What follows belongs to an exercise in optimizing a design on an open flow for small area and a short achievable clock period; a production flow would make more cautious choices.
The RTL was checked by simulation tests, not by an equivalence proof against the original design.

==> flow/flow/run.sh <==
#!/bin/bash
set -euo pipefail
bash standard.sh \
  BUFFER_PORTS_ARGS="-buffer_cell sky130_fd_sc_hd__buf_1" \
  CTS_ARGS="-sink_clustering_enable -repair_clock_nets -buf_list sky130_fd_sc_hd__clkbuf_16 -dont_use_dummy_load" \
  SETUP_SLACK_MARGIN=70.8 \
  finish > standard.log 2>&1
==> flow/standard.sh <==
#!/bin/bash
# synth_recipe.tcl (not shown) runs the flow's synth.tcl, then flattens the netlist and writes it again
# the make line also repeats each setting of config.mk as NAME=value (left out here)
make -C /OpenROAD-flow-scripts/flow DESIGN_CONFIG=/design/flow/config.mk WORK_HOME=/design/flow/orfs CLKGATE_MAP_FILE= SYNTH_SCRIPT=/design/flow/synth_recipe.tcl "${@:-finish}"
==> flow/config.mk <==
export PLATFORM = sky130hd
export DESIGN_NAME = mul_div_unit
export DESIGN_NICKNAME = mul_div_unit
export VERILOG_FILES = /design/flow/design.v
export SDC_FILE = /design/flow/constraint.sdc
export NUM_CORES = 4
export LEC_CHECK = 0
export ABC_AREA = 1
export CAP_MARGIN = 20
export CORE_MARGIN = 2
export CORE_UTILIZATION = 65
export SLEW_MARGIN = 20
==> flow/constraint.sdc <==
create_clock -name core_clock -period 90.0 [get_ports {clk}]
set_input_delay 18.0000 -clock core_clock [delete_from_list [all_inputs] [get_ports {clk}]]
set_output_delay 18.0000 -clock core_clock [all_outputs]
set_load 0.01 [all_outputs]
==> flow/design.v <==
module mul_div_unit #(
    parameter int WIDTH   = 32,
    parameter int MUL_LAT = 5,
    parameter int DIV_LAT = 10
) (
    input  logic             clk,
    input  logic             reset,
    input  logic             start,
    input  logic [2:0]       op,
    input  logic [WIDTH-1:0] a,
    input  logic [WIDTH-1:0] b,
    input  logic             flush,
    output logic             busy,
    output logic             done,
    output logic [WIDTH-1:0] hi,
    output logic [WIDTH-1:0] lo
);
    logic [31:0] x;
    logic [33:0] ph;
    logic [31:0] pl;
    logic        f_div, d_neg, neg_a;     
    logic [3:0]  cnt;
    logic        run;             
    logic        m_last, d_first, d_last;    
    assign m_last  = (cnt == 4'd4);
    assign d_first = (cnt == 4'd0);
    assign d_last  = (cnt == 4'd9);
    logic [34:0] xs;              
    assign xs    = {{3{d_neg}}, x};
    logic [34:0] ain [0:4];
    logic [34:0] pp  [0:3];
    logic [34:0] sum [0:3];
    logic [3:0]  qb, rneg;
    logic [3:0]  c_one, c_two, c_neg;
    assign ain[0] = {ph[33], ph};
    for (genvar k = 0; k < 4; k++) begin : g_row
        if (k == 0) begin : g_n0
            assign rneg[k] = c_neg[k];
        end else begin : g_nk
            assign rneg[k] = c_neg[k] ^ (f_div & ~qb[k-1]);
        end
        assign pp[k] = (({35{c_one[k]}} & xs) | ({35{c_two[k]}} & {xs[33:0], 1'b0}))
                     ^ {35{rneg[k]}};
        logic co_unused;
        if (k < 0) begin : g_fast
            add35_ks u_add (.a(ain[k]), .b(pp[k]), .ci(rneg[k]), .s(sum[k]), .co(co_unused));
        end else begin : g_small
            add35_bk u_add (.a(ain[k]), .b(pp[k]), .ci(rneg[k]), .s(sum[k]), .co(co_unused));
        end
        assign qb[k]    = ~sum[k][34];
        assign ain[k+1] = f_div ? {sum[k][33:0], pl[30-k]}
                                : {{2{sum[k][34]}}, sum[k][34:2]};
    end
    function automatic logic [2:0] booth(input logic [2:0] t);    
        booth[2] = t[1] ^ t[0];
        booth[1] = (t[2] & ~t[1] & ~t[0]) | (~t[2] & t[1] & t[0]);
        booth[0] = t[2];
    endfunction
    logic [8:0]  nb;              
    logic        n_div, n_dneg;
    always_comb begin
        if (!run) begin
            nb     = {a[7:0], 1'b0};
            n_div  = op[1];
            n_dneg = ~op[0] & b[31];
        end else begin
            nb     = (cnt == 4'd3) ? {6'd0, neg_a, neg_a, pl[7]} : pl[15:7];
            n_div  = f_div;
            n_dneg = d_neg;
        end
    end
    always_ff @(posedge clk) begin
        for (int k = 0; k < 4; k++) begin
            logic [2:0] bc;
            if (!n_div)
                bc = booth(nb[2*k +: 3]);
            else if (k == 0 && run && cnt == 4'd8)
                bc = {1'b0, ~qb[3], n_dneg};            
            else if (k == 0 && run && !d_first)
                bc = {2'b10, n_dneg ^ qb[3]};           
            else
                bc = {2'b10, ~n_dneg};                  
            c_one[k] <= bc[2];
            c_two[k] <= bc[1];
            c_neg[k] <= bc[0];
        end
    end
    function automatic logic [31:0] cneg(input logic [31:0] v, input logic en);
        logic [31:0] below;
        below[0] = 1'b0;
        for (int i = 1; i < 32; i++) below[i] = below[i-1] | v[i-1];
        cneg = v ^ ({32{en}} & below);
    endfunction
    logic [31:0] pl_neg;
    logic        neg_q, bz;
    assign pl_neg = cneg(pl, d_first ? neg_a : (f_div & neg_q));
    assign neg_q  = (neg_a ^ d_neg) & ~bz;
    assign bz     = (x == 32'd0);
    logic last;
    assign last = f_div ? d_last : m_last;
    always_ff @(posedge clk) begin
        if (!run) begin
            x       <= b;
            ph      <= '0;
            pl      <= a;
            f_div   <= op[1];
            d_neg   <= ~op[0] & b[31];
            neg_a   <= ~op[0] & a[31];
            cnt     <= '0;
        end else begin
            cnt     <= cnt + 4'd1;
            if (!f_div) begin
                ph <= ain[4][33:0];
                pl <= {sum[3][1:0], sum[2][1:0], sum[1][1:0], sum[0][1:0], pl[31:8]};
            end else if (d_first) begin
                ph <= {33'd0, pl_neg[31]};
                pl <= pl_neg;
            end else begin
                ph <= ain[4][33:0];
                pl <= {pl[27:0], qb[0], qb[1], qb[2], qb[3]};
            end
        end
    end
    always_ff @(posedge clk or posedge reset) begin
        if (reset) begin
            run  <= 1'b0;
        end else if (!run) begin
            run  <= start & ~flush & ~op[2];
        end else begin
            run  <= ~flush & ~last;
        end
    end
    always_ff @(posedge clk or posedge reset) begin
        if (reset) begin
            busy <= 1'b0;
            done <= 1'b0;
            hi   <= '0;
            lo   <= '0;
        end else begin
            done <= 1'b0;
            if (!run) begin
                if (start && !flush) begin
                    if (!op[2]) busy <= 1'b1;
                    else if (op[1:0] == 2'b00) hi <= a;
                    else if (op[1:0] == 2'b01) lo <= a;
                end
            end else if (flush) begin
                busy <= 1'b0;
            end else if (last) begin
                busy <= 1'b0;
                done <= 1'b1;
                hi <= f_div ? cneg(sum[0][32:1], neg_a) : sum[0][31:0];
                lo <= pl_neg;
            end
        end
    end
endmodule
module add35_ks (input logic [34:0] a, input logic [34:0] b, input logic ci,
    output logic [34:0] s, output logic co);
    logic [34:0] p, g;
    assign p = a ^ b;
    assign g = a & b;
    logic G_0_0;
    assign G_0_0 = ci;
    logic G_1_1, P_1_1;
    assign G_1_1 = g[0];
    assign P_1_1 = p[0];
    logic G_2_2, P_2_2;
    assign G_2_2 = g[1];
    assign P_2_2 = p[1];
    logic G_3_3, P_3_3;
    assign G_3_3 = g[2];
    assign P_3_3 = p[2];
    logic G_4_4, P_4_4;
    assign G_4_4 = g[3];
    assign P_4_4 = p[3];
    logic G_5_5, P_5_5;
    assign G_5_5 = g[4];
    assign P_5_5 = p[4];
    logic G_6_6, P_6_6;
    assign G_6_6 = g[5];
    assign P_6_6 = p[5];
    logic G_7_7, P_7_7;
    assign G_7_7 = g[6];
    assign P_7_7 = p[6];
    logic G_8_8, P_8_8;
    assign G_8_8 = g[7];
    assign P_8_8 = p[7];
    logic G_9_9, P_9_9;
    assign G_9_9 = g[8];
    assign P_9_9 = p[8];
    logic G_10_10, P_10_10;
    assign G_10_10 = g[9];
    assign P_10_10 = p[9];
    logic G_11_11, P_11_11;
    assign G_11_11 = g[10];
    assign P_11_11 = p[10];
    logic G_12_12, P_12_12;
    assign G_12_12 = g[11];
    assign P_12_12 = p[11];
    logic G_13_13, P_13_13;
    assign G_13_13 = g[12];
    assign P_13_13 = p[12];
    logic G_14_14, P_14_14;
    assign G_14_14 = g[13];
    assign P_14_14 = p[13];
    logic G_15_15, P_15_15;
    assign G_15_15 = g[14];
    assign P_15_15 = p[14];
    logic G_16_16, P_16_16;
    assign G_16_16 = g[15];
    assign P_16_16 = p[15];
    logic G_17_17, P_17_17;
    assign G_17_17 = g[16];
    assign P_17_17 = p[16];
    logic G_18_18, P_18_18;
    assign G_18_18 = g[17];
    assign P_18_18 = p[17];
    logic G_19_19, P_19_19;
    assign G_19_19 = g[18];
    assign P_19_19 = p[18];
    logic G_20_20, P_20_20;
    assign G_20_20 = g[19];
    assign P_20_20 = p[19];
    logic G_21_21, P_21_21;
    assign G_21_21 = g[20];
    assign P_21_21 = p[20];
    logic G_22_22, P_22_22;
    assign G_22_22 = g[21];
    assign P_22_22 = p[21];
    logic G_23_23, P_23_23;
    assign G_23_23 = g[22];
    assign P_23_23 = p[22];
    logic G_24_24, P_24_24;
    assign G_24_24 = g[23];
    assign P_24_24 = p[23];
    logic G_25_25, P_25_25;
    assign G_25_25 = g[24];
    assign P_25_25 = p[24];
    logic G_26_26, P_26_26;
    assign G_26_26 = g[25];
    assign P_26_26 = p[25];
    logic G_27_27, P_27_27;
    assign G_27_27 = g[26];
    assign P_27_27 = p[26];
    logic G_28_28, P_28_28;
    assign G_28_28 = g[27];
    assign P_28_28 = p[27];
    logic G_29_29, P_29_29;
    assign G_29_29 = g[28];
    assign P_29_29 = p[28];
    logic G_30_30, P_30_30;
    assign G_30_30 = g[29];
    assign P_30_30 = p[29];
    logic G_31_31, P_31_31;
    assign G_31_31 = g[30];
    assign P_31_31 = p[30];
    logic G_32_32, P_32_32;
    assign G_32_32 = g[31];
    assign P_32_32 = p[31];
    logic G_33_33, P_33_33;
    assign G_33_33 = g[32];
    assign P_33_33 = p[32];
    logic G_34_34, P_34_34;
    assign G_34_34 = g[33];
    assign P_34_34 = p[33];
    logic G_35_35, P_35_35;
    assign G_35_35 = g[34];
    assign P_35_35 = p[34];
    logic G_35_34;
    assign G_35_34 = G_35_35 | (P_35_35 & G_34_34);
    logic P_35_34;
    assign P_35_34 = P_35_35 & P_34_34;
    logic G_34_33;
    assign G_34_33 = G_34_34 | (P_34_34 & G_33_33);
    logic P_34_33;
    assign P_34_33 = P_34_34 & P_33_33;
    logic G_33_32;
    assign G_33_32 = G_33_33 | (P_33_33 & G_32_32);
    logic P_33_32;
    assign P_33_32 = P_33_33 & P_32_32;
    logic G_32_31;
    assign G_32_31 = G_32_32 | (P_32_32 & G_31_31);
    logic P_32_31;
    assign P_32_31 = P_32_32 & P_31_31;
    logic G_31_30;
    assign G_31_30 = G_31_31 | (P_31_31 & G_30_30);
    logic P_31_30;
    assign P_31_30 = P_31_31 & P_30_30;
    logic G_30_29;
    assign G_30_29 = G_30_30 | (P_30_30 & G_29_29);
    logic P_30_29;
    assign P_30_29 = P_30_30 & P_29_29;
    logic G_29_28;
    assign G_29_28 = G_29_29 | (P_29_29 & G_28_28);
    logic P_29_28;
    assign P_29_28 = P_29_29 & P_28_28;
    logic G_28_27;
    assign G_28_27 = G_28_28 | (P_28_28 & G_27_27);
    logic P_28_27;
    assign P_28_27 = P_28_28 & P_27_27;
    logic G_27_26;
    assign G_27_26 = G_27_27 | (P_27_27 & G_26_26);
    logic P_27_26;
    assign P_27_26 = P_27_27 & P_26_26;
    logic G_26_25;
    assign G_26_25 = G_26_26 | (P_26_26 & G_25_25);
    logic P_26_25;
    assign P_26_25 = P_26_26 & P_25_25;
    logic G_25_24;
    assign G_25_24 = G_25_25 | (P_25_25 & G_24_24);
    logic P_25_24;
    assign P_25_24 = P_25_25 & P_24_24;
    logic G_24_23;
    assign G_24_23 = G_24_24 | (P_24_24 & G_23_23);
    logic P_24_23;
    assign P_24_23 = P_24_24 & P_23_23;
    logic G_23_22;
    assign G_23_22 = G_23_23 | (P_23_23 & G_22_22);
    logic P_23_22;
    assign P_23_22 = P_23_23 & P_22_22;
    logic G_22_21;
    assign G_22_21 = G_22_22 | (P_22_22 & G_21_21);
    logic P_22_21;
    assign P_22_21 = P_22_22 & P_21_21;
    logic G_21_20;
    assign G_21_20 = G_21_21 | (P_21_21 & G_20_20);
    logic P_21_20;
    assign P_21_20 = P_21_21 & P_20_20;
    logic G_20_19;
    assign G_20_19 = G_20_20 | (P_20_20 & G_19_19);
    logic P_20_19;
    assign P_20_19 = P_20_20 & P_19_19;
    logic G_19_18;
    assign G_19_18 = G_19_19 | (P_19_19 & G_18_18);
    logic P_19_18;
    assign P_19_18 = P_19_19 & P_18_18;
    logic G_18_17;
    assign G_18_17 = G_18_18 | (P_18_18 & G_17_17);
    logic P_18_17;
    assign P_18_17 = P_18_18 & P_17_17;
    logic G_17_16;
    assign G_17_16 = G_17_17 | (P_17_17 & G_16_16);
    logic P_17_16;
    assign P_17_16 = P_17_17 & P_16_16;
    logic G_16_15;
    assign G_16_15 = G_16_16 | (P_16_16 & G_15_15);
    logic P_16_15;
    assign P_16_15 = P_16_16 & P_15_15;
    logic G_15_14;
    assign G_15_14 = G_15_15 | (P_15_15 & G_14_14);
    logic P_15_14;
    assign P_15_14 = P_15_15 & P_14_14;
    logic G_14_13;
    assign G_14_13 = G_14_14 | (P_14_14 & G_13_13);
    logic P_14_13;
    assign P_14_13 = P_14_14 & P_13_13;
    logic G_13_12;
    assign G_13_12 = G_13_13 | (P_13_13 & G_12_12);
    logic P_13_12;
    assign P_13_12 = P_13_13 & P_12_12;
    logic G_12_11;
    assign G_12_11 = G_12_12 | (P_12_12 & G_11_11);
    logic P_12_11;
    assign P_12_11 = P_12_12 & P_11_11;
    logic G_11_10;
    assign G_11_10 = G_11_11 | (P_11_11 & G_10_10);
    logic P_11_10;
    assign P_11_10 = P_11_11 & P_10_10;
    logic G_10_9;
    assign G_10_9 = G_10_10 | (P_10_10 & G_9_9);
    logic P_10_9;
    assign P_10_9 = P_10_10 & P_9_9;
    logic G_9_8;
    assign G_9_8 = G_9_9 | (P_9_9 & G_8_8);
    logic P_9_8;
    assign P_9_8 = P_9_9 & P_8_8;
    logic G_8_7;
    assign G_8_7 = G_8_8 | (P_8_8 & G_7_7);
    logic P_8_7;
    assign P_8_7 = P_8_8 & P_7_7;
    logic G_7_6;
    assign G_7_6 = G_7_7 | (P_7_7 & G_6_6);
    logic P_7_6;
    assign P_7_6 = P_7_7 & P_6_6;
    logic G_6_5;
    assign G_6_5 = G_6_6 | (P_6_6 & G_5_5);
    logic P_6_5;
    assign P_6_5 = P_6_6 & P_5_5;
    logic G_5_4;
    assign G_5_4 = G_5_5 | (P_5_5 & G_4_4);
    logic P_5_4;
    assign P_5_4 = P_5_5 & P_4_4;
    logic G_4_3;
    assign G_4_3 = G_4_4 | (P_4_4 & G_3_3);
    logic P_4_3;
    assign P_4_3 = P_4_4 & P_3_3;
    logic G_3_2;
    assign G_3_2 = G_3_3 | (P_3_3 & G_2_2);
    logic P_3_2;
    assign P_3_2 = P_3_3 & P_2_2;
    logic G_2_1;
    assign G_2_1 = G_2_2 | (P_2_2 & G_1_1);
    logic P_2_1;
    assign P_2_1 = P_2_2 & P_1_1;
    logic G_1_0;
    assign G_1_0 = G_1_1 | (P_1_1 & G_0_0);
    logic G_35_32;
    assign G_35_32 = G_35_34 | (P_35_34 & G_33_32);
    logic P_35_32;
    assign P_35_32 = P_35_34 & P_33_32;
    logic G_34_31;
    assign G_34_31 = G_34_33 | (P_34_33 & G_32_31);
    logic P_34_31;
    assign P_34_31 = P_34_33 & P_32_31;
    logic G_33_30;
    assign G_33_30 = G_33_32 | (P_33_32 & G_31_30);
    logic P_33_30;
    assign P_33_30 = P_33_32 & P_31_30;
    logic G_32_29;
    assign G_32_29 = G_32_31 | (P_32_31 & G_30_29);
    logic P_32_29;
    assign P_32_29 = P_32_31 & P_30_29;
    logic G_31_28;
    assign G_31_28 = G_31_30 | (P_31_30 & G_29_28);
    logic P_31_28;
    assign P_31_28 = P_31_30 & P_29_28;
    logic G_30_27;
    assign G_30_27 = G_30_29 | (P_30_29 & G_28_27);
    logic P_30_27;
    assign P_30_27 = P_30_29 & P_28_27;
    logic G_29_26;
    assign G_29_26 = G_29_28 | (P_29_28 & G_27_26);
    logic P_29_26;
    assign P_29_26 = P_29_28 & P_27_26;
    logic G_28_25;
    assign G_28_25 = G_28_27 | (P_28_27 & G_26_25);
    logic P_28_25;
    assign P_28_25 = P_28_27 & P_26_25;
    logic G_27_24;
    assign G_27_24 = G_27_26 | (P_27_26 & G_25_24);
    logic P_27_24;
    assign P_27_24 = P_27_26 & P_25_24;
    logic G_26_23;
    assign G_26_23 = G_26_25 | (P_26_25 & G_24_23);
    logic P_26_23;
    assign P_26_23 = P_26_25 & P_24_23;
    logic G_25_22;
    assign G_25_22 = G_25_24 | (P_25_24 & G_23_22);
    logic P_25_22;
    assign P_25_22 = P_25_24 & P_23_22;
    logic G_24_21;
    assign G_24_21 = G_24_23 | (P_24_23 & G_22_21);
    logic P_24_21;
    assign P_24_21 = P_24_23 & P_22_21;
    logic G_23_20;
    assign G_23_20 = G_23_22 | (P_23_22 & G_21_20);
    logic P_23_20;
    assign P_23_20 = P_23_22 & P_21_20;
    logic G_22_19;
    assign G_22_19 = G_22_21 | (P_22_21 & G_20_19);
    logic P_22_19;
    assign P_22_19 = P_22_21 & P_20_19;
    logic G_21_18;
    assign G_21_18 = G_21_20 | (P_21_20 & G_19_18);
    logic P_21_18;
    assign P_21_18 = P_21_20 & P_19_18;
    logic G_20_17;
    assign G_20_17 = G_20_19 | (P_20_19 & G_18_17);
    logic P_20_17;
    assign P_20_17 = P_20_19 & P_18_17;
    logic G_19_16;
    assign G_19_16 = G_19_18 | (P_19_18 & G_17_16);
    logic P_19_16;
    assign P_19_16 = P_19_18 & P_17_16;
    logic G_18_15;
    assign G_18_15 = G_18_17 | (P_18_17 & G_16_15);
    logic P_18_15;
    assign P_18_15 = P_18_17 & P_16_15;
    logic G_17_14;
    assign G_17_14 = G_17_16 | (P_17_16 & G_15_14);
    logic P_17_14;
    assign P_17_14 = P_17_16 & P_15_14;
    logic G_16_13;
    assign G_16_13 = G_16_15 | (P_16_15 & G_14_13);
    logic P_16_13;
    assign P_16_13 = P_16_15 & P_14_13;
    logic G_15_12;
    assign G_15_12 = G_15_14 | (P_15_14 & G_13_12);
    logic P_15_12;
    assign P_15_12 = P_15_14 & P_13_12;
    logic G_14_11;
    assign G_14_11 = G_14_13 | (P_14_13 & G_12_11);
    logic P_14_11;
    assign P_14_11 = P_14_13 & P_12_11;
    logic G_13_10;
    assign G_13_10 = G_13_12 | (P_13_12 & G_11_10);
    logic P_13_10;
    assign P_13_10 = P_13_12 & P_11_10;
    logic G_12_9;
    assign G_12_9 = G_12_11 | (P_12_11 & G_10_9);
    logic P_12_9;
    assign P_12_9 = P_12_11 & P_10_9;
    logic G_11_8;
    assign G_11_8 = G_11_10 | (P_11_10 & G_9_8);
    logic P_11_8;
    assign P_11_8 = P_11_10 & P_9_8;
    logic G_10_7;
    assign G_10_7 = G_10_9 | (P_10_9 & G_8_7);
    logic P_10_7;
    assign P_10_7 = P_10_9 & P_8_7;
    logic G_9_6;
    assign G_9_6 = G_9_8 | (P_9_8 & G_7_6);
    logic P_9_6;
    assign P_9_6 = P_9_8 & P_7_6;
    logic G_8_5;
    assign G_8_5 = G_8_7 | (P_8_7 & G_6_5);
    logic P_8_5;
    assign P_8_5 = P_8_7 & P_6_5;
    logic G_7_4;
    assign G_7_4 = G_7_6 | (P_7_6 & G_5_4);
    logic P_7_4;
    assign P_7_4 = P_7_6 & P_5_4;
    logic G_6_3;
    assign G_6_3 = G_6_5 | (P_6_5 & G_4_3);
    logic P_6_3;
    assign P_6_3 = P_6_5 & P_4_3;
    logic G_5_2;
    assign G_5_2 = G_5_4 | (P_5_4 & G_3_2);
    logic P_5_2;
    assign P_5_2 = P_5_4 & P_3_2;
    logic G_4_1;
    assign G_4_1 = G_4_3 | (P_4_3 & G_2_1);
    logic P_4_1;
    assign P_4_1 = P_4_3 & P_2_1;
    logic G_3_0;
    assign G_3_0 = G_3_2 | (P_3_2 & G_1_0);
    logic G_2_0;
    assign G_2_0 = G_2_1 | (P_2_1 & G_0_0);
    logic G_35_28;
    assign G_35_28 = G_35_32 | (P_35_32 & G_31_28);
    logic P_35_28;
    assign P_35_28 = P_35_32 & P_31_28;
    logic G_34_27;
    assign G_34_27 = G_34_31 | (P_34_31 & G_30_27);
    logic P_34_27;
    assign P_34_27 = P_34_31 & P_30_27;
    logic G_33_26;
    assign G_33_26 = G_33_30 | (P_33_30 & G_29_26);
    logic P_33_26;
    assign P_33_26 = P_33_30 & P_29_26;
    logic G_32_25;
    assign G_32_25 = G_32_29 | (P_32_29 & G_28_25);
    logic P_32_25;
    assign P_32_25 = P_32_29 & P_28_25;
    logic G_31_24;
    assign G_31_24 = G_31_28 | (P_31_28 & G_27_24);
    logic P_31_24;
    assign P_31_24 = P_31_28 & P_27_24;
    logic G_30_23;
    assign G_30_23 = G_30_27 | (P_30_27 & G_26_23);
    logic P_30_23;
    assign P_30_23 = P_30_27 & P_26_23;
    logic G_29_22;
    assign G_29_22 = G_29_26 | (P_29_26 & G_25_22);
    logic P_29_22;
    assign P_29_22 = P_29_26 & P_25_22;
    logic G_28_21;
    assign G_28_21 = G_28_25 | (P_28_25 & G_24_21);
    logic P_28_21;
    assign P_28_21 = P_28_25 & P_24_21;
    logic G_27_20;
    assign G_27_20 = G_27_24 | (P_27_24 & G_23_20);
    logic P_27_20;
    assign P_27_20 = P_27_24 & P_23_20;
    logic G_26_19;
    assign G_26_19 = G_26_23 | (P_26_23 & G_22_19);
    logic P_26_19;
    assign P_26_19 = P_26_23 & P_22_19;
    logic G_25_18;
    assign G_25_18 = G_25_22 | (P_25_22 & G_21_18);
    logic P_25_18;
    assign P_25_18 = P_25_22 & P_21_18;
    logic G_24_17;
    assign G_24_17 = G_24_21 | (P_24_21 & G_20_17);
    logic P_24_17;
    assign P_24_17 = P_24_21 & P_20_17;
    logic G_23_16;
    assign G_23_16 = G_23_20 | (P_23_20 & G_19_16);
    logic P_23_16;
    assign P_23_16 = P_23_20 & P_19_16;
    logic G_22_15;
    assign G_22_15 = G_22_19 | (P_22_19 & G_18_15);
    logic P_22_15;
    assign P_22_15 = P_22_19 & P_18_15;
    logic G_21_14;
    assign G_21_14 = G_21_18 | (P_21_18 & G_17_14);
    logic P_21_14;
    assign P_21_14 = P_21_18 & P_17_14;
    logic G_20_13;
    assign G_20_13 = G_20_17 | (P_20_17 & G_16_13);
    logic P_20_13;
    assign P_20_13 = P_20_17 & P_16_13;
    logic G_19_12;
    assign G_19_12 = G_19_16 | (P_19_16 & G_15_12);
    logic P_19_12;
    assign P_19_12 = P_19_16 & P_15_12;
    logic G_18_11;
    assign G_18_11 = G_18_15 | (P_18_15 & G_14_11);
    logic P_18_11;
    assign P_18_11 = P_18_15 & P_14_11;
    logic G_17_10;
    assign G_17_10 = G_17_14 | (P_17_14 & G_13_10);
    logic P_17_10;
    assign P_17_10 = P_17_14 & P_13_10;
    logic G_16_9;
    assign G_16_9 = G_16_13 | (P_16_13 & G_12_9);
    logic P_16_9;
    assign P_16_9 = P_16_13 & P_12_9;
    logic G_15_8;
    assign G_15_8 = G_15_12 | (P_15_12 & G_11_8);
    logic P_15_8;
    assign P_15_8 = P_15_12 & P_11_8;
    logic G_14_7;
    assign G_14_7 = G_14_11 | (P_14_11 & G_10_7);
    logic P_14_7;
    assign P_14_7 = P_14_11 & P_10_7;
    logic G_13_6;
    assign G_13_6 = G_13_10 | (P_13_10 & G_9_6);
    logic P_13_6;
    assign P_13_6 = P_13_10 & P_9_6;
    logic G_12_5;
    assign G_12_5 = G_12_9 | (P_12_9 & G_8_5);
    logic P_12_5;
    assign P_12_5 = P_12_9 & P_8_5;
    logic G_11_4;
    assign G_11_4 = G_11_8 | (P_11_8 & G_7_4);
    logic P_11_4;
    assign P_11_4 = P_11_8 & P_7_4;
    logic G_10_3;
    assign G_10_3 = G_10_7 | (P_10_7 & G_6_3);
    logic P_10_3;
    assign P_10_3 = P_10_7 & P_6_3;
    logic G_9_2;
    assign G_9_2 = G_9_6 | (P_9_6 & G_5_2);
    logic P_9_2;
    assign P_9_2 = P_9_6 & P_5_2;
    logic G_8_1;
    assign G_8_1 = G_8_5 | (P_8_5 & G_4_1);
    logic P_8_1;
    assign P_8_1 = P_8_5 & P_4_1;
    logic G_7_0;
    assign G_7_0 = G_7_4 | (P_7_4 & G_3_0);
    logic G_6_0;
    assign G_6_0 = G_6_3 | (P_6_3 & G_2_0);
    logic G_5_0;
    assign G_5_0 = G_5_2 | (P_5_2 & G_1_0);
    logic G_4_0;
    assign G_4_0 = G_4_1 | (P_4_1 & G_0_0);
    logic G_35_20;
    assign G_35_20 = G_35_28 | (P_35_28 & G_27_20);
    logic P_35_20;
    assign P_35_20 = P_35_28 & P_27_20;
    logic G_34_19;
    assign G_34_19 = G_34_27 | (P_34_27 & G_26_19);
    logic P_34_19;
    assign P_34_19 = P_34_27 & P_26_19;
    logic G_33_18;
    assign G_33_18 = G_33_26 | (P_33_26 & G_25_18);
    logic P_33_18;
    assign P_33_18 = P_33_26 & P_25_18;
    logic G_32_17;
    assign G_32_17 = G_32_25 | (P_32_25 & G_24_17);
    logic P_32_17;
    assign P_32_17 = P_32_25 & P_24_17;
    logic G_31_16;
    assign G_31_16 = G_31_24 | (P_31_24 & G_23_16);
    logic P_31_16;
    assign P_31_16 = P_31_24 & P_23_16;
    logic G_30_15;
    assign G_30_15 = G_30_23 | (P_30_23 & G_22_15);
    logic P_30_15;
    assign P_30_15 = P_30_23 & P_22_15;
    logic G_29_14;
    assign G_29_14 = G_29_22 | (P_29_22 & G_21_14);
    logic P_29_14;
    assign P_29_14 = P_29_22 & P_21_14;
    logic G_28_13;
    assign G_28_13 = G_28_21 | (P_28_21 & G_20_13);
    logic P_28_13;
    assign P_28_13 = P_28_21 & P_20_13;
    logic G_27_12;
    assign G_27_12 = G_27_20 | (P_27_20 & G_19_12);
    logic P_27_12;
    assign P_27_12 = P_27_20 & P_19_12;
    logic G_26_11;
    assign G_26_11 = G_26_19 | (P_26_19 & G_18_11);
    logic P_26_11;
    assign P_26_11 = P_26_19 & P_18_11;
    logic G_25_10;
    assign G_25_10 = G_25_18 | (P_25_18 & G_17_10);
    logic P_25_10;
    assign P_25_10 = P_25_18 & P_17_10;
    logic G_24_9;
    assign G_24_9 = G_24_17 | (P_24_17 & G_16_9);
    logic P_24_9;
    assign P_24_9 = P_24_17 & P_16_9;
    logic G_23_8;
    assign G_23_8 = G_23_16 | (P_23_16 & G_15_8);
    logic P_23_8;
    assign P_23_8 = P_23_16 & P_15_8;
    logic G_22_7;
    assign G_22_7 = G_22_15 | (P_22_15 & G_14_7);
    logic P_22_7;
    assign P_22_7 = P_22_15 & P_14_7;
    logic G_21_6;
    assign G_21_6 = G_21_14 | (P_21_14 & G_13_6);
    logic P_21_6;
    assign P_21_6 = P_21_14 & P_13_6;
    logic G_20_5;
    assign G_20_5 = G_20_13 | (P_20_13 & G_12_5);
    logic P_20_5;
    assign P_20_5 = P_20_13 & P_12_5;
    logic G_19_4;
    assign G_19_4 = G_19_12 | (P_19_12 & G_11_4);
    logic P_19_4;
    assign P_19_4 = P_19_12 & P_11_4;
    logic G_18_3;
    assign G_18_3 = G_18_11 | (P_18_11 & G_10_3);
    logic P_18_3;
    assign P_18_3 = P_18_11 & P_10_3;
    logic G_17_2;
    assign G_17_2 = G_17_10 | (P_17_10 & G_9_2);
    logic P_17_2;
    assign P_17_2 = P_17_10 & P_9_2;
    logic G_16_1;
    assign G_16_1 = G_16_9 | (P_16_9 & G_8_1);
    logic P_16_1;
    assign P_16_1 = P_16_9 & P_8_1;
    logic G_15_0;
    assign G_15_0 = G_15_8 | (P_15_8 & G_7_0);
    logic G_14_0;
    assign G_14_0 = G_14_7 | (P_14_7 & G_6_0);
    logic G_13_0;
    assign G_13_0 = G_13_6 | (P_13_6 & G_5_0);
    logic G_12_0;
    assign G_12_0 = G_12_5 | (P_12_5 & G_4_0);
    logic G_11_0;
    assign G_11_0 = G_11_4 | (P_11_4 & G_3_0);
    logic G_10_0;
    assign G_10_0 = G_10_3 | (P_10_3 & G_2_0);
    logic G_9_0;
    assign G_9_0 = G_9_2 | (P_9_2 & G_1_0);
    logic G_8_0;
    assign G_8_0 = G_8_1 | (P_8_1 & G_0_0);
    logic G_35_4;
    assign G_35_4 = G_35_20 | (P_35_20 & G_19_4);
    logic P_35_4;
    assign P_35_4 = P_35_20 & P_19_4;
    logic G_34_3;
    assign G_34_3 = G_34_19 | (P_34_19 & G_18_3);
    logic P_34_3;
    assign P_34_3 = P_34_19 & P_18_3;
    logic G_33_2;
    assign G_33_2 = G_33_18 | (P_33_18 & G_17_2);
    logic P_33_2;
    assign P_33_2 = P_33_18 & P_17_2;
    logic G_32_1;
    assign G_32_1 = G_32_17 | (P_32_17 & G_16_1);
    logic P_32_1;
    assign P_32_1 = P_32_17 & P_16_1;
    logic G_31_0;
    assign G_31_0 = G_31_16 | (P_31_16 & G_15_0);
    logic G_30_0;
    assign G_30_0 = G_30_15 | (P_30_15 & G_14_0);
    logic G_29_0;
    assign G_29_0 = G_29_14 | (P_29_14 & G_13_0);
    logic G_28_0;
    assign G_28_0 = G_28_13 | (P_28_13 & G_12_0);
    logic G_27_0;
    assign G_27_0 = G_27_12 | (P_27_12 & G_11_0);
    logic G_26_0;
    assign G_26_0 = G_26_11 | (P_26_11 & G_10_0);
    logic G_25_0;
    assign G_25_0 = G_25_10 | (P_25_10 & G_9_0);
    logic G_24_0;
    assign G_24_0 = G_24_9 | (P_24_9 & G_8_0);
    logic G_23_0;
    assign G_23_0 = G_23_8 | (P_23_8 & G_7_0);
    logic G_22_0;
    assign G_22_0 = G_22_7 | (P_22_7 & G_6_0);
    logic G_21_0;
    assign G_21_0 = G_21_6 | (P_21_6 & G_5_0);
    logic G_20_0;
    assign G_20_0 = G_20_5 | (P_20_5 & G_4_0);
    logic G_19_0;
    assign G_19_0 = G_19_4 | (P_19_4 & G_3_0);
    logic G_18_0;
    assign G_18_0 = G_18_3 | (P_18_3 & G_2_0);
    logic G_17_0;
    assign G_17_0 = G_17_2 | (P_17_2 & G_1_0);
    logic G_16_0;
    assign G_16_0 = G_16_1 | (P_16_1 & G_0_0);
    logic G_35_0;
    assign G_35_0 = G_35_4 | (P_35_4 & G_3_0);
    logic G_34_0;
    assign G_34_0 = G_34_3 | (P_34_3 & G_2_0);
    logic G_33_0;
    assign G_33_0 = G_33_2 | (P_33_2 & G_1_0);
    logic G_32_0;
    assign G_32_0 = G_32_1 | (P_32_1 & G_0_0);
    assign s[0] = p[0] ^ G_0_0;
    assign s[1] = p[1] ^ G_1_0;
    assign s[2] = p[2] ^ G_2_0;
    assign s[3] = p[3] ^ G_3_0;
    assign s[4] = p[4] ^ G_4_0;
    assign s[5] = p[5] ^ G_5_0;
    assign s[6] = p[6] ^ G_6_0;
    assign s[7] = p[7] ^ G_7_0;
    assign s[8] = p[8] ^ G_8_0;
    assign s[9] = p[9] ^ G_9_0;
    assign s[10] = p[10] ^ G_10_0;
    assign s[11] = p[11] ^ G_11_0;
    assign s[12] = p[12] ^ G_12_0;
    assign s[13] = p[13] ^ G_13_0;
    assign s[14] = p[14] ^ G_14_0;
    assign s[15] = p[15] ^ G_15_0;
    assign s[16] = p[16] ^ G_16_0;
    assign s[17] = p[17] ^ G_17_0;
    assign s[18] = p[18] ^ G_18_0;
    assign s[19] = p[19] ^ G_19_0;
    assign s[20] = p[20] ^ G_20_0;
    assign s[21] = p[21] ^ G_21_0;
    assign s[22] = p[22] ^ G_22_0;
    assign s[23] = p[23] ^ G_23_0;
    assign s[24] = p[24] ^ G_24_0;
    assign s[25] = p[25] ^ G_25_0;
    assign s[26] = p[26] ^ G_26_0;
    assign s[27] = p[27] ^ G_27_0;
    assign s[28] = p[28] ^ G_28_0;
    assign s[29] = p[29] ^ G_29_0;
    assign s[30] = p[30] ^ G_30_0;
    assign s[31] = p[31] ^ G_31_0;
    assign s[32] = p[32] ^ G_32_0;
    assign s[33] = p[33] ^ G_33_0;
    assign s[34] = p[34] ^ G_34_0;
    assign co = G_35_0;
endmodule
module add35_bk (input logic [34:0] a, input logic [34:0] b, input logic ci,
    output logic [34:0] s, output logic co);
    logic [34:0] p, g;
    assign p = a ^ b;
    assign g = a & b;
    logic G_0_0;
    assign G_0_0 = ci;
    logic G_1_1, P_1_1;
    assign G_1_1 = g[0];
    assign P_1_1 = p[0];
    logic G_2_2, P_2_2;
    assign G_2_2 = g[1];
    assign P_2_2 = p[1];
    logic G_3_3, P_3_3;
    assign G_3_3 = g[2];
    assign P_3_3 = p[2];
    logic G_4_4, P_4_4;
    assign G_4_4 = g[3];
    assign P_4_4 = p[3];
    logic G_5_5, P_5_5;
    assign G_5_5 = g[4];
    assign P_5_5 = p[4];
    logic G_6_6, P_6_6;
    assign G_6_6 = g[5];
    assign P_6_6 = p[5];
    logic G_7_7, P_7_7;
    assign G_7_7 = g[6];
    assign P_7_7 = p[6];
    logic G_8_8, P_8_8;
    assign G_8_8 = g[7];
    assign P_8_8 = p[7];
    logic G_9_9, P_9_9;
    assign G_9_9 = g[8];
    assign P_9_9 = p[8];
    logic G_10_10, P_10_10;
    assign G_10_10 = g[9];
    assign P_10_10 = p[9];
    logic G_11_11, P_11_11;
    assign G_11_11 = g[10];
    assign P_11_11 = p[10];
    logic G_12_12, P_12_12;
    assign G_12_12 = g[11];
    assign P_12_12 = p[11];
    logic G_13_13, P_13_13;
    assign G_13_13 = g[12];
    assign P_13_13 = p[12];
    logic G_14_14, P_14_14;
    assign G_14_14 = g[13];
    assign P_14_14 = p[13];
    logic G_15_15, P_15_15;
    assign G_15_15 = g[14];
    assign P_15_15 = p[14];
    logic G_16_16, P_16_16;
    assign G_16_16 = g[15];
    assign P_16_16 = p[15];
    logic G_17_17, P_17_17;
    assign G_17_17 = g[16];
    assign P_17_17 = p[16];
    logic G_18_18, P_18_18;
    assign G_18_18 = g[17];
    assign P_18_18 = p[17];
    logic G_19_19, P_19_19;
    assign G_19_19 = g[18];
    assign P_19_19 = p[18];
    logic G_20_20, P_20_20;
    assign G_20_20 = g[19];
    assign P_20_20 = p[19];
    logic G_21_21, P_21_21;
    assign G_21_21 = g[20];
    assign P_21_21 = p[20];
    logic G_22_22, P_22_22;
    assign G_22_22 = g[21];
    assign P_22_22 = p[21];
    logic G_23_23, P_23_23;
    assign G_23_23 = g[22];
    assign P_23_23 = p[22];
    logic G_24_24, P_24_24;
    assign G_24_24 = g[23];
    assign P_24_24 = p[23];
    logic G_25_25, P_25_25;
    assign G_25_25 = g[24];
    assign P_25_25 = p[24];
    logic G_26_26, P_26_26;
    assign G_26_26 = g[25];
    assign P_26_26 = p[25];
    logic G_27_27, P_27_27;
    assign G_27_27 = g[26];
    assign P_27_27 = p[26];
    logic G_28_28, P_28_28;
    assign G_28_28 = g[27];
    assign P_28_28 = p[27];
    logic G_29_29, P_29_29;
    assign G_29_29 = g[28];
    assign P_29_29 = p[28];
    logic G_30_30, P_30_30;
    assign G_30_30 = g[29];
    assign P_30_30 = p[29];
    logic G_31_31, P_31_31;
    assign G_31_31 = g[30];
    assign P_31_31 = p[30];
    logic G_32_32, P_32_32;
    assign G_32_32 = g[31];
    assign P_32_32 = p[31];
    logic G_33_33, P_33_33;
    assign G_33_33 = g[32];
    assign P_33_33 = p[32];
    logic G_34_34, P_34_34;
    assign G_34_34 = g[33];
    assign P_34_34 = p[33];
    logic G_35_35, P_35_35;
    assign G_35_35 = g[34];
    assign P_35_35 = p[34];
    logic G_1_0;
    assign G_1_0 = G_1_1 | (P_1_1 & G_0_0);
    logic G_3_2;
    assign G_3_2 = G_3_3 | (P_3_3 & G_2_2);
    logic P_3_2;
    assign P_3_2 = P_3_3 & P_2_2;
    logic G_5_4;
    assign G_5_4 = G_5_5 | (P_5_5 & G_4_4);
    logic P_5_4;
    assign P_5_4 = P_5_5 & P_4_4;
    logic G_7_6;
    assign G_7_6 = G_7_7 | (P_7_7 & G_6_6);
    logic P_7_6;
    assign P_7_6 = P_7_7 & P_6_6;
    logic G_9_8;
    assign G_9_8 = G_9_9 | (P_9_9 & G_8_8);
    logic P_9_8;
    assign P_9_8 = P_9_9 & P_8_8;
    logic G_11_10;
    assign G_11_10 = G_11_11 | (P_11_11 & G_10_10);
    logic P_11_10;
    assign P_11_10 = P_11_11 & P_10_10;
    logic G_13_12;
    assign G_13_12 = G_13_13 | (P_13_13 & G_12_12);
    logic P_13_12;
    assign P_13_12 = P_13_13 & P_12_12;
    logic G_15_14;
    assign G_15_14 = G_15_15 | (P_15_15 & G_14_14);
    logic P_15_14;
    assign P_15_14 = P_15_15 & P_14_14;
    logic G_17_16;
    assign G_17_16 = G_17_17 | (P_17_17 & G_16_16);
    logic P_17_16;
    assign P_17_16 = P_17_17 & P_16_16;
    logic G_19_18;
    assign G_19_18 = G_19_19 | (P_19_19 & G_18_18);
    logic P_19_18;
    assign P_19_18 = P_19_19 & P_18_18;
    logic G_21_20;
    assign G_21_20 = G_21_21 | (P_21_21 & G_20_20);
    logic P_21_20;
    assign P_21_20 = P_21_21 & P_20_20;
    logic G_23_22;
    assign G_23_22 = G_23_23 | (P_23_23 & G_22_22);
    logic P_23_22;
    assign P_23_22 = P_23_23 & P_22_22;
    logic G_25_24;
    assign G_25_24 = G_25_25 | (P_25_25 & G_24_24);
    logic P_25_24;
    assign P_25_24 = P_25_25 & P_24_24;
    logic G_27_26;
    assign G_27_26 = G_27_27 | (P_27_27 & G_26_26);
    logic P_27_26;
    assign P_27_26 = P_27_27 & P_26_26;
    logic G_29_28;
    assign G_29_28 = G_29_29 | (P_29_29 & G_28_28);
    logic P_29_28;
    assign P_29_28 = P_29_29 & P_28_28;
    logic G_31_30;
    assign G_31_30 = G_31_31 | (P_31_31 & G_30_30);
    logic P_31_30;
    assign P_31_30 = P_31_31 & P_30_30;
    logic G_33_32;
    assign G_33_32 = G_33_33 | (P_33_33 & G_32_32);
    logic P_33_32;
    assign P_33_32 = P_33_33 & P_32_32;
    logic G_35_34;
    assign G_35_34 = G_35_35 | (P_35_35 & G_34_34);
    logic P_35_34;
    assign P_35_34 = P_35_35 & P_34_34;
    logic G_3_0;
    assign G_3_0 = G_3_2 | (P_3_2 & G_1_0);
    logic G_7_4;
    assign G_7_4 = G_7_6 | (P_7_6 & G_5_4);
    logic P_7_4;
    assign P_7_4 = P_7_6 & P_5_4;
    logic G_11_8;
    assign G_11_8 = G_11_10 | (P_11_10 & G_9_8);
    logic P_11_8;
    assign P_11_8 = P_11_10 & P_9_8;
    logic G_15_12;
    assign G_15_12 = G_15_14 | (P_15_14 & G_13_12);
    logic P_15_12;
    assign P_15_12 = P_15_14 & P_13_12;
    logic G_19_16;
    assign G_19_16 = G_19_18 | (P_19_18 & G_17_16);
    logic P_19_16;
    assign P_19_16 = P_19_18 & P_17_16;
    logic G_23_20;
    assign G_23_20 = G_23_22 | (P_23_22 & G_21_20);
    logic P_23_20;
    assign P_23_20 = P_23_22 & P_21_20;
    logic G_27_24;
    assign G_27_24 = G_27_26 | (P_27_26 & G_25_24);
    logic P_27_24;
    assign P_27_24 = P_27_26 & P_25_24;
    logic G_31_28;
    assign G_31_28 = G_31_30 | (P_31_30 & G_29_28);
    logic P_31_28;
    assign P_31_28 = P_31_30 & P_29_28;
    logic G_35_32;
    assign G_35_32 = G_35_34 | (P_35_34 & G_33_32);
    logic P_35_32;
    assign P_35_32 = P_35_34 & P_33_32;
    logic G_7_0;
    assign G_7_0 = G_7_4 | (P_7_4 & G_3_0);
    logic G_15_8;
    assign G_15_8 = G_15_12 | (P_15_12 & G_11_8);
    logic P_15_8;
    assign P_15_8 = P_15_12 & P_11_8;
    logic G_23_16;
    assign G_23_16 = G_23_20 | (P_23_20 & G_19_16);
    logic P_23_16;
    assign P_23_16 = P_23_20 & P_19_16;
    logic G_31_24;
    assign G_31_24 = G_31_28 | (P_31_28 & G_27_24);
    logic P_31_24;
    assign P_31_24 = P_31_28 & P_27_24;
    logic G_15_0;
    assign G_15_0 = G_15_8 | (P_15_8 & G_7_0);
    logic G_31_16;
    assign G_31_16 = G_31_24 | (P_31_24 & G_23_16);
    logic P_31_16;
    assign P_31_16 = P_31_24 & P_23_16;
    logic G_31_0;
    assign G_31_0 = G_31_16 | (P_31_16 & G_15_0);
    logic G_23_0;
    assign G_23_0 = G_23_16 | (P_23_16 & G_15_0);
    logic G_11_0;
    assign G_11_0 = G_11_8 | (P_11_8 & G_7_0);
    logic G_19_0;
    assign G_19_0 = G_19_16 | (P_19_16 & G_15_0);
    logic G_27_0;
    assign G_27_0 = G_27_24 | (P_27_24 & G_23_0);
    logic G_35_0;
    assign G_35_0 = G_35_32 | (P_35_32 & G_31_0);
    logic G_5_0;
    assign G_5_0 = G_5_4 | (P_5_4 & G_3_0);
    logic G_9_0;
    assign G_9_0 = G_9_8 | (P_9_8 & G_7_0);
    logic G_13_0;
    assign G_13_0 = G_13_12 | (P_13_12 & G_11_0);
    logic G_17_0;
    assign G_17_0 = G_17_16 | (P_17_16 & G_15_0);
    logic G_21_0;
    assign G_21_0 = G_21_20 | (P_21_20 & G_19_0);
    logic G_25_0;
    assign G_25_0 = G_25_24 | (P_25_24 & G_23_0);
    logic G_29_0;
    assign G_29_0 = G_29_28 | (P_29_28 & G_27_0);
    logic G_33_0;
    assign G_33_0 = G_33_32 | (P_33_32 & G_31_0);
    logic G_2_0;
    assign G_2_0 = G_2_2 | (P_2_2 & G_1_0);
    logic G_4_0;
    assign G_4_0 = G_4_4 | (P_4_4 & G_3_0);
    logic G_6_0;
    assign G_6_0 = G_6_6 | (P_6_6 & G_5_0);
    logic G_8_0;
    assign G_8_0 = G_8_8 | (P_8_8 & G_7_0);
    logic G_10_0;
    assign G_10_0 = G_10_10 | (P_10_10 & G_9_0);
    logic G_12_0;
    assign G_12_0 = G_12_12 | (P_12_12 & G_11_0);
    logic G_14_0;
    assign G_14_0 = G_14_14 | (P_14_14 & G_13_0);
    logic G_16_0;
    assign G_16_0 = G_16_16 | (P_16_16 & G_15_0);
    logic G_18_0;
    assign G_18_0 = G_18_18 | (P_18_18 & G_17_0);
    logic G_20_0;
    assign G_20_0 = G_20_20 | (P_20_20 & G_19_0);
    logic G_22_0;
    assign G_22_0 = G_22_22 | (P_22_22 & G_21_0);
    logic G_24_0;
    assign G_24_0 = G_24_24 | (P_24_24 & G_23_0);
    logic G_26_0;
    assign G_26_0 = G_26_26 | (P_26_26 & G_25_0);
    logic G_28_0;
    assign G_28_0 = G_28_28 | (P_28_28 & G_27_0);
    logic G_30_0;
    assign G_30_0 = G_30_30 | (P_30_30 & G_29_0);
    logic G_32_0;
    assign G_32_0 = G_32_32 | (P_32_32 & G_31_0);
    logic G_34_0;
    assign G_34_0 = G_34_34 | (P_34_34 & G_33_0);
    assign s[0] = p[0] ^ G_0_0;
    assign s[1] = p[1] ^ G_1_0;
    assign s[2] = p[2] ^ G_2_0;
    assign s[3] = p[3] ^ G_3_0;
    assign s[4] = p[4] ^ G_4_0;
    assign s[5] = p[5] ^ G_5_0;
    assign s[6] = p[6] ^ G_6_0;
    assign s[7] = p[7] ^ G_7_0;
    assign s[8] = p[8] ^ G_8_0;
    assign s[9] = p[9] ^ G_9_0;
    assign s[10] = p[10] ^ G_10_0;
    assign s[11] = p[11] ^ G_11_0;
    assign s[12] = p[12] ^ G_12_0;
    assign s[13] = p[13] ^ G_13_0;
    assign s[14] = p[14] ^ G_14_0;
    assign s[15] = p[15] ^ G_15_0;
    assign s[16] = p[16] ^ G_16_0;
    assign s[17] = p[17] ^ G_17_0;
    assign s[18] = p[18] ^ G_18_0;
    assign s[19] = p[19] ^ G_19_0;
    assign s[20] = p[20] ^ G_20_0;
    assign s[21] = p[21] ^ G_21_0;
    assign s[22] = p[22] ^ G_22_0;
    assign s[23] = p[23] ^ G_23_0;
    assign s[24] = p[24] ^ G_24_0;
    assign s[25] = p[25] ^ G_25_0;
    assign s[26] = p[26] ^ G_26_0;
    assign s[27] = p[27] ^ G_27_0;
    assign s[28] = p[28] ^ G_28_0;
    assign s[29] = p[29] ^ G_29_0;
    assign s[30] = p[30] ^ G_30_0;
    assign s[31] = p[31] ^ G_31_0;
    assign s[32] = p[32] ^ G_32_0;
    assign s[33] = p[33] ^ G_33_0;
    assign s[34] = p[34] ^ G_34_0;
    assign co = G_35_0;
endmodule
==> summary.txt, run 1 <==
----------------------------------------------------
[Clock tree]
  Number of buffers inserted by hold repair at cts ... 0
  Maximum level of the CTS H-tree ... 4
  Clock edge transition at the registers on the reported setup and hold paths ... ~0.080 ns
  Insertion delay of the later-clocked pin in the worst-skew pair ... around 0.46 ns
  Clock tree from TritonCTS ... yes
  Post-cts gate resize count ... 0
  Maximum count of clock buffers along a single path ... 2
  Post-CTS setup repair buffer count ... 0
  CTS buffer count ... 17
  Clock sink count ... roughly 180
  Root cell of the clock tree ... sky130_fd_sc_hd__clkbuf_16

[Layout]
  Finished Core Util ... between 70% and 80%
  Layout-stage area growth over the synthesis result ... 6.744%
  Filler-free cell count of the finished design ... ~2800
  Total inserted antenna cells ... 0
  Fill count ... about 2300
  Share of post-route cells with drive strength above 1 ... 3.256%
  Final #Nets ... 2697

[Routing]
  Count of unresolved DRC violations after routing ... 0
  Vias per cell ... around 6.3
  Violation count after the first detailed-route iteration ... about 1900
  First-pass DRT Iterations ... 6
  Post-detailed-routing wire length ... between 50000 and 60000 µm
  Via count of the routed design ... between 15000 and 20000
  Count of antenna-violating nets left after detailed routing ... 0
  Detail-routed net length per standard cell ... 20.44 µm

[Synth]
  Mapped Avg Cell Area ... between 7 and 8 µm²
  Most frequently used cell type in the post-synthesis netlist ... sky130_fd_sc_hd__nand2_1
  Register bit count reported by yosys ... 184
  Unique masters post-synth ... 50
  Commonest cells in the synthesized netlist ... 406 x sky130_fd_sc_hd__nand2_1, 335 x sky130_fd_sc_hd__inv_1, 188 x sky130_fd_sc_hd__xor2_1
  Net count of the mapped netlist ... about 2600
  Share of flip-flops with an asynchronous set or reset ... a little over a third
  Synthesis Warnings ... 6
  Seq/Total Area, Yosys ... about a quarter
  Largest cells by area after synthesis ... sky130_fd_sc_hd__dfrtp_1 9.5%, sky130_fd_sc_hd__dfxtp_1 9.4%, sky130_fd_sc_hd__xor2_1 9.3%
  Top_reg_cell synth ... sky130_fd_sc_hd__dfxtp_1
  Cell type with the highest aggregate area in the netlist ... sky130_fd_sc_hd__dfrtp_1
  Area fraction of the dominant cell type after synthesis ... a little under a tenth
  Number of flops mapped to enable cells by yosys ... 34
  Post-synthesis cell area ... around 0.018 mm²
  Synthesized netlist cell count ... approximately 2400

[Setup path]
  Combined buffer and inverter count along the critical path ... 1
  Worst Path Required ... approximately 70 ns
  Crit path arrival time ... 1.06 ns
  Cell type of the slowest stage on the worst timing path ... sky130_fd_sc_hd__dfrtp_1
  Startpoint kind of the worst setup timing path ... flip-flop
  Worst stage delay on the critical path ... roughly 0.41 ns
  Series of cell instances along the critical path ... buf_1
  Maximum fanout count along the critical path ... 2
  Type of the worst setup path ... flip-flop to output pin
  Largest delay share family, worst path ... flip-flops
  CP endpoint kind ... output pin

[Global route]
  Most used routing layer ... met2
  Met3 usage in global routing ... between 7 and 8%
  Number of antenna violations at the first check in global routing ... 1
  Via count of the first global-routing pass ... ~17000
  Global-route track usage on met2 ... 63.74%
  Total Routing Usage GR ... 39.41%
  Global route total overflow ... 0
  Maximum number of pins on one net before global-route repair ... 93
  Global-route wire length before repair ... 88320 µm
  Met1 usage ... 51.34%

[Floorplan]
  Core Rows ... 60
  Core Footprint ... 0.02680 mm²
  Chip Height ... ~170 µm
  Initial standard-cell utilization of the core ... 65.90%
  Full die area ... between 0.02 and 0.03 mm²
  Die outline width ... 168.8 µm
  Number of placed I/O pins ... 137

[Timing]
  Worst relative slew slack ... 26.30%
  Maximum frequency from static timing analysis ... between 50 and 60 MHz
  Total negative slack ... 0 ns
  Fin Clk Skew ... about 0.038 ns
  Total count of hold-check failures in the final report ... 0
  Final critical-path required period ... around 19 ns
  Transition at the pin with the smallest max-transition slack ... 1.099 ns
  RSZ-0062 raised after global routing ... false
  Number of max-slew violations in the final report ... 0
  Number of failing setup endpoints in the final timing report ... 0
  Final worst path period share ... between 20% and 30%

[Worst hold path]
  Worst min-delay path category ... flip-flop to flip-flop

[Run]
  Max_cap viols ... 0

[Placed design]
  Gp weighted congestion ... around 0.96
  Number of I/O port buffers ... ~140
  HPWL after detailed placement ... between 40000 and 50000 µm
  Number of cells after detailed placement ... approximately 2700

[Outcome]
  Run status ... timing/DRC/antenna clean

----------------------------------------------------
worst min-delay path, stage by stage (launching register included):
cell                      delay, ns
sky130_fd_sc_hd__dfrtp_1       0.34
sky130_fd_sc_hd__a21oi_1       0.07
sky130_fd_sc_hd__inv_1         0.04
worst paths after layout:
check	from	endpoint	slack, ns	depth (start not counted)
max in group asynchronous	reset	run$_DFF_PP0_	71.54	3
max reg2reg	c_one[0]$_DFF_P_	c_neg[0]$_DFF_P_	71.91	81
min	busy$_DFFE_PP0P_	busy$_DFFE_PP0P_	0.48	2
max	lo[29]$_DFFE_PP0P_	lo[29]	70.94	1
min reg2reg	busy$_DFFE_PP0P_	busy$_DFFE_PP0P_	0.48	2
min in group asynchronous	reset	hi[14]$_DFFE_PP0P_	17.82	3
sequential cells by signal (all words and copies together) (netlist names):
| signal | cells |
|---|---|
| c_neg | 4 |
| done | 1 |
| pl | 32 |
| lo | 32 |
| c_one | 4 |
| busy | 1 |
| cnt | 4 |
| hi | 32 |
| neg_a | 1 |
| d_neg | 1 |
| run | 1 |
| x | 32 |
| c_two | 4 |
| f_div | 1 |
| ph | 34 |
layout make-up:
| class | count | area (µm²) | area share [%] |
|---|---|---|---|
| repair buffers | 157 | 696.9 | 3.697 |
| multi-input cells | 1704 | 11560 | 61.32 |
| clock buffers | 17 | 425.4 | 2.256 |
| flip-flops and latches | 184 | 4365 | 23.16 |
| repair inverters | 1 | 5.005 | 0.02655 |
| well taps | 341 | 426.7 | 2.263 |
| inverters | 363 | 1374 | 7.287 |
placed cells by master (no fill, tap or decap), types with 70 or more instances in the layout:
cell type | Yosys | final
sky130_fd_sc_hd__a21oi_1 | 72 | 72
sky130_fd_sc_hd__xor2_1 | 188 | 187
sky130_fd_sc_hd__a31oi_1 | 70 | 70
sky130_fd_sc_hd__inv_1 | 335 | 330
sky130_fd_sc_hd__buf_1 | 30 | 136
sky130_fd_sc_hd__ha_1 | 130 | 130
sky130_fd_sc_hd__nand2_1 | 406 | 405
sky130_fd_sc_hd__nor2_1 | 136 | 134
sky130_fd_sc_hd__dfxtp_1 | 83 | 81
sky130_fd_sc_hd__o22ai_1 | 157 | 157
sky130_fd_sc_hd__o21ai_0 | 152 | 150
cell families (layout without fill, tap and decap cells):
| logic type | Yosys count | in the layout | synth area share [%] |
|---|---|---|---|
| simple gates | 692 | 692 | 16.31 |
| compound gates | 579 | 579 | 20.14 |
| buf+inv | 474 | 538 | 10.09 |
| xor+xnor | 233 | 233 | 11.75 |
| fa+ha+maj | 198 | 198 | 16.92 |
| flops | 184 | 184 | 24.68 |
| mux | 2 | 2 | 0.1134 |
routing by layer:
| layer | share of wire, % | vias up |
|---|---|---|
| met5 | 0 | - |
| met4 | 4.6 | 0 |
| met3 | 10 | 180 |
| met2 | 46 | 991 |
| met1 | 40 | 8268 |
| li1 | - | 8082 |
metrics by stage:
stage               hold WS, ns  setup WS [ns]  area [µm²]
floorplan                0.4379          70.87       17670
global placement         0.4525          70.49       18360
detailed placement       0.4656          70.34       18360
CTS                      0.4787          70.83       18790
global route             0.5211          70.81       18850
finish                   0.4798          70.94       18850
==> run 2: changes to the inputs <==
--- a/flow/config.mk
+++ b/flow/config.mk
@@ -8,5 +8,5 @@
 export ABC_AREA = 1
 export CAP_MARGIN = 20
 export CORE_MARGIN = 2
-export CORE_UTILIZATION = 65
+export CORE_UTILIZATION = 78
 export SLEW_MARGIN = 20
==> run 2 against run 1 <==
Final area about the same. Die area shrank 16%. Fmax down 0.29%. Final cell count shrank 1.9%. Clock skew grew 0.0024 ns. Largest cell class unchanged. Highest routed layer is now met5.
==> summary.txt, run 2 <==
----------------------------------------------------
[Routing]
  Violation count after the first detailed-route iteration ... 3141 (was 1896)
  Via count of the routed design ... 18540 (was 17520)
  First-pass DRT Iterations ... 14 (was 6)
  Count of antenna-violating nets left after detailed routing ... 0 (unchanged)
  Vias per cell ... 6.829 (was 6.332)
  Post-detailed-routing wire length ... 57850 µm (was 56560 µm)
  Count of unresolved DRC violations after routing ... 0 (unchanged)
  Detail-routed net length per standard cell ... 21.31 µm (was 20.44 µm)

[Timing]
  Number of failing setup endpoints in the final timing report ... 0 (unchanged)
  Maximum frequency from static timing analysis ... 52.32 MHz (was 52.47 MHz)
  Transition at the pin with the smallest max-transition slack ... 0.8668 ns (was 1.099 ns)
  Worst relative slew slack ... 42.22% (was 26.30%)
  Total count of hold-check failures in the final report ... 0 (unchanged)
  Final critical-path required period ... 19.11 ns (was 19.06 ns)
  Fin Clk Skew ... 0.04007 ns (was 0.03770 ns)
  Final worst path period share ... 21.24% (was 21.18%)
  RSZ-0062 raised after global routing ... true (was false)
  Setup slack after layout ... 70.89 ns (was 70.94 ns)
  Total negative slack ... 0 ns (unchanged)
  Number of max-slew violations in the final report ... 0 (unchanged)
  Smallest hold slack ... 0.4889 ns (was 0.4798 ns)

[Synth]
  Mapped Avg Cell Area ... 7.478 µm² (unchanged)
  Largest cells by area after synthesis ... sky130_fd_sc_hd__dfrtp_1 9.5%, sky130_fd_sc_hd__dfxtp_1 9.4%, sky130_fd_sc_hd__xor2_1 9.3% (unchanged)
  Unique masters post-synth ... 50 (unchanged)
  Net count of the mapped netlist ... 2631 (unchanged)
  Register bit count reported by yosys ... 184 (unchanged)
  Number of flops mapped to enable cells by yosys ... 34 (unchanged)
  Seq/Total Area, Yosys ... 24.68% (unchanged)
  Post-synthesis cell area ... 0.01766 mm² (unchanged)
  Area fraction of the dominant cell type after synthesis ... 9.493% (unchanged)
  Cell type with the highest aggregate area in the netlist ... sky130_fd_sc_hd__dfrtp_1 (unchanged)
  Synthesis Warnings ... 6 (unchanged)
  Most frequently used cell type in the post-synthesis netlist ... sky130_fd_sc_hd__nand2_1 (unchanged)
  Synthesized netlist cell count ... 2362 (unchanged)
  Commonest cells in the synthesized netlist ... 406 x sky130_fd_sc_hd__nand2_1, 335 x sky130_fd_sc_hd__inv_1, 188 x sky130_fd_sc_hd__xor2_1 (unchanged)
  Share of flip-flops with an asynchronous set or reset ... 36.41% (unchanged)
  Top_reg_cell synth ... sky130_fd_sc_hd__dfxtp_1 (unchanged)

[Clock tree]
  Root cell of the clock tree ... sky130_fd_sc_hd__clkbuf_16 (unchanged)
  Clock edge transition at the registers on the reported setup and hold paths ... 0.07 ns (was 0.08 ns)
  Maximum level of the CTS H-tree ... 4 (unchanged)
  Insertion delay of the later-clocked pin in the worst-skew pair ... 0.46 ns (about the same)
  Clock tree from TritonCTS ... yes (unchanged)
  CTS buffer count ... 17 (unchanged)
  Maximum count of clock buffers along a single path ... 2 (unchanged)
  Clock sink count ... 184 (unchanged)

[Layout]
  Most used cells in the layout excluding fill and tap cells ... 405 x sky130_fd_sc_hd__nand2_1, 329 x sky130_fd_sc_hd__inv_1, 187 x sky130_fd_sc_hd__xor2_1 (was 405 x sky130_fd_sc_hd__nand2_1, 330 x sky130_fd_sc_hd__inv_1, 187 x sky130_fd_sc_hd__xor2_1)
  Most common cell after layout, fill and taps aside ... sky130_fd_sc_hd__nand2_1 (unchanged)
  Filler-free cell count of the finished design ... 2715 (was 2767)
  Register containing the most flip-flops in the final layout ... ph (unchanged)
  Final #Nets ... 2699 (was 2697)
  Max reg flops ... 34 (unchanged)
  Fill count ... 1390 (was 2349)
  Share of post-route cells with drive strength above 1 ... 3.418% (was 3.256%)
  Layout-stage area growth over the synthesis result ... 6.638% (was 6.744%)

[Floorplan]
  Die outline width ... 154.5 µm (was 168.8 µm)
  Core Footprint ... 0.02243 mm² (was 0.02680 mm²)
  Number of placed I/O pins ... 137 (unchanged)
  Initial standard-cell utilization of the core ... 78.73% (was 65.90%)
  Chip Height ... 154.5 µm (was 168.8 µm)
  Full die area ... 0.02386 mm² (was 0.02851 mm²)
  Core Rows ... 55 (was 60)

[Global route]
  Total Routing Usage GR ... 47.26% (was 39.41%)
  Global-route wire length before repair ... 88930 µm (was 88320 µm)
  Number of antenna violations at the first check in global routing ... 3 (was 1)
  Maximum number of pins on one net before global-route repair ... 92 (was 93)
  Via count of the first global-routing pass ... 17670 (was 16800)
  Global route total overflow ... 0 (unchanged)

[Setup path]
  Series of cell instances along the critical path ... buf_1, nor2_1, nor2_1, nand2_1, o21ai_0, nand2_1, o21ai_1, inv_1 (was buf_1)
  Type of the worst setup path ... input port to flip-flop (was flip-flop to output pin)
  Combined buffer and inverter count along the critical path ... 2 (was 1)
  CP endpoint kind ... flip-flop (was output pin)
  Cell type of the slowest stage on the worst timing path ... sky130_fd_sc_hd__nor2_1 (was sky130_fd_sc_hd__dfrtp_1)
  Worst Path Required ... 90.34 ns (was 72.00 ns)
  Maximum fanout count along the critical path ... 12 (was 2)
  Largest delay share family, worst path ... simple AND/OR/NAND/NOR gates (was flip-flops)
  Startpoint kind of the worst setup timing path ... input port (was flip-flop)
  Worst stage delay on the critical path ... 0.67 ns (was 0.41 ns)
  Crit path arrival time ... 19.46 ns (was 1.06 ns)

[Worst hold path]
  Worst min-delay path category ... flip-flop to flip-flop (unchanged)

[Placed design]
  Worst slack, placed ... 70.42 ns (was 70.34 ns)
  Gp weighted congestion ... 1.014 (was 0.9572)
  Number of cells after detailed placement ... 2691 (was 2749)
  HPWL after detailed placement ... 42320 µm (was 42830 µm)
  Number of I/O port buffers ... 136 (unchanged)

[Outcome]
  Run status ... timing/DRC/antenna clean (unchanged)

[Run]
  Max_cap viols ... 0 (unchanged)

----------------------------------------------------
## run 2: cell types whose count changed in the layout (fill, tap and decap cells not counted), sizes merged
cell      delta
inv          -2
diode        +2
clkinv       +1
clkinvlp     +2
buf          +1
## run 2: worst paths after layout
path	to	cells past startpoint	startpoint	slack, ns
setup / recovery	c_neg[0]$_DFF_P_	8	op[1]	70.89
hold / removal	lo[0]$_DFFE_PP0P_	2	lo[0]$_DFFE_PP0P_	0.49
setup reg to reg	c_neg[0]$_DFF_P_	82	x[2]$_DFFE_PN_	71.84
hold reg to reg	lo[0]$_DFFE_PP0P_	2	lo[0]$_DFFE_PP0P_	0.49
max in group asynchronous	run$_DFF_PP0_	3	reset	71.55
min in group asynchronous	hi[12]$_DFFE_PP0P_	3	reset	17.83
## run 2: logic make-up after synthesis
family | after synthesis | synth area share, %
xor+xnor | 233 | 11.75
fa+ha+maj | 198 | 16.92
mux | 2 | 0.1134
buf+inv | 474 | 10.09
simple gates | 692 | 16.31
flops | 184 | 24.68
compound gates | 579 | 20.14
## run 2: routing by layer
layer	wire [µm]	GRT usage (%)	share of wire, %
met1	20610	59.88	36
met2	25640	75.53	44
met3	7788	11.04	13
met4	3782	25.18	6.5
met5	38	0	0.066
## run 2: worst reg2reg max path, delay by kind of cell, from the launching register on
family,cells,cell delay [ns]
XOR/XNOR,11,2.33
adder cells (fa/ha/maj),8,2.96
AND/OR/NAND/NOR,30,4.23
flip-flops,1,0.41
buffers and inverters,7,1.14
AO/OA/AOI/OAI,26,6.93
## run 2: area by class of cell
type / count / area (µm²) / share of cell area [%]
multi-input cells: 1704 / 11580 / 61.47
repair buffers: 158 / 718.2 / 3.813
well taps: 285 / 356.6 / 1.893
inverters: 363 / 1376 / 7.308
diodes: 2 / 5.005 / 0.02657
flip-flops and latches: 184 / 4365 / 23.18
repair inverters: 2 / 10.01 / 0.05315
clock buffers: 17 / 425.4 / 2.259
## run 2: stage by stage
step / cell area [µm²] / util [%]
floorplan: 17670 / -
global placement: 18270 / 81.43
detailed placement: 18300 / 81.55
CTS: 18740 / 83.52
global route: 18830 / 83.93
finish: 18830 / 83.95
## run 2: what timing repair did
| item | 4_1_cts | 5_1_grt |
|---|---|---|
| gates cloned | 0 | 2 |
| hold buffers | 0 | 0 |
| setup buffers | 0 | 2 |
| gates resized for setup | 4 | 10 |
| endpoints found under the setup margin | 7 | 82 |

-- what the ideal ports hide --
Ports are ideal in the flow. The routed layouts listed here were re-timed in OpenROAD.
Step 1 (the two cells are an assumption about what drives the block):
set clk [get_ports {clk}]
set_driving_cell -lib_cell sky130_fd_sc_hd__clkbuf_16 $clk
set_driving_cell -lib_cell sky130_fd_sc_hd__buf_2 [delete_from_list [all_inputs] $clk]
Step 2 also shifts input and output timing later by t, the mid clock arrival at the registers, as if the neighbouring blocks saw the same clock.
Three values: ideal ports, drivers, drivers and shift; two values: the first two.
run	shift t [ns]	setup WS [ns]	worst hold slack (ns)	worst setup path after step 2	worst slew at a driven data input, ns
run 1	0.491	70.942 / 70.891 / 70.535	0.480 / 0.480 / 0.480	input to register	0.04
run 2	0.494	70.886 / 70.905 / 70.421	0.489 / 0.489 / 0.489	input to register	0.04
After both steps every run listed still meets setup and hold. The setup slack of run 2, which loses most, moves by +0.019 ns with the drivers and by -0.465 ns with both steps.
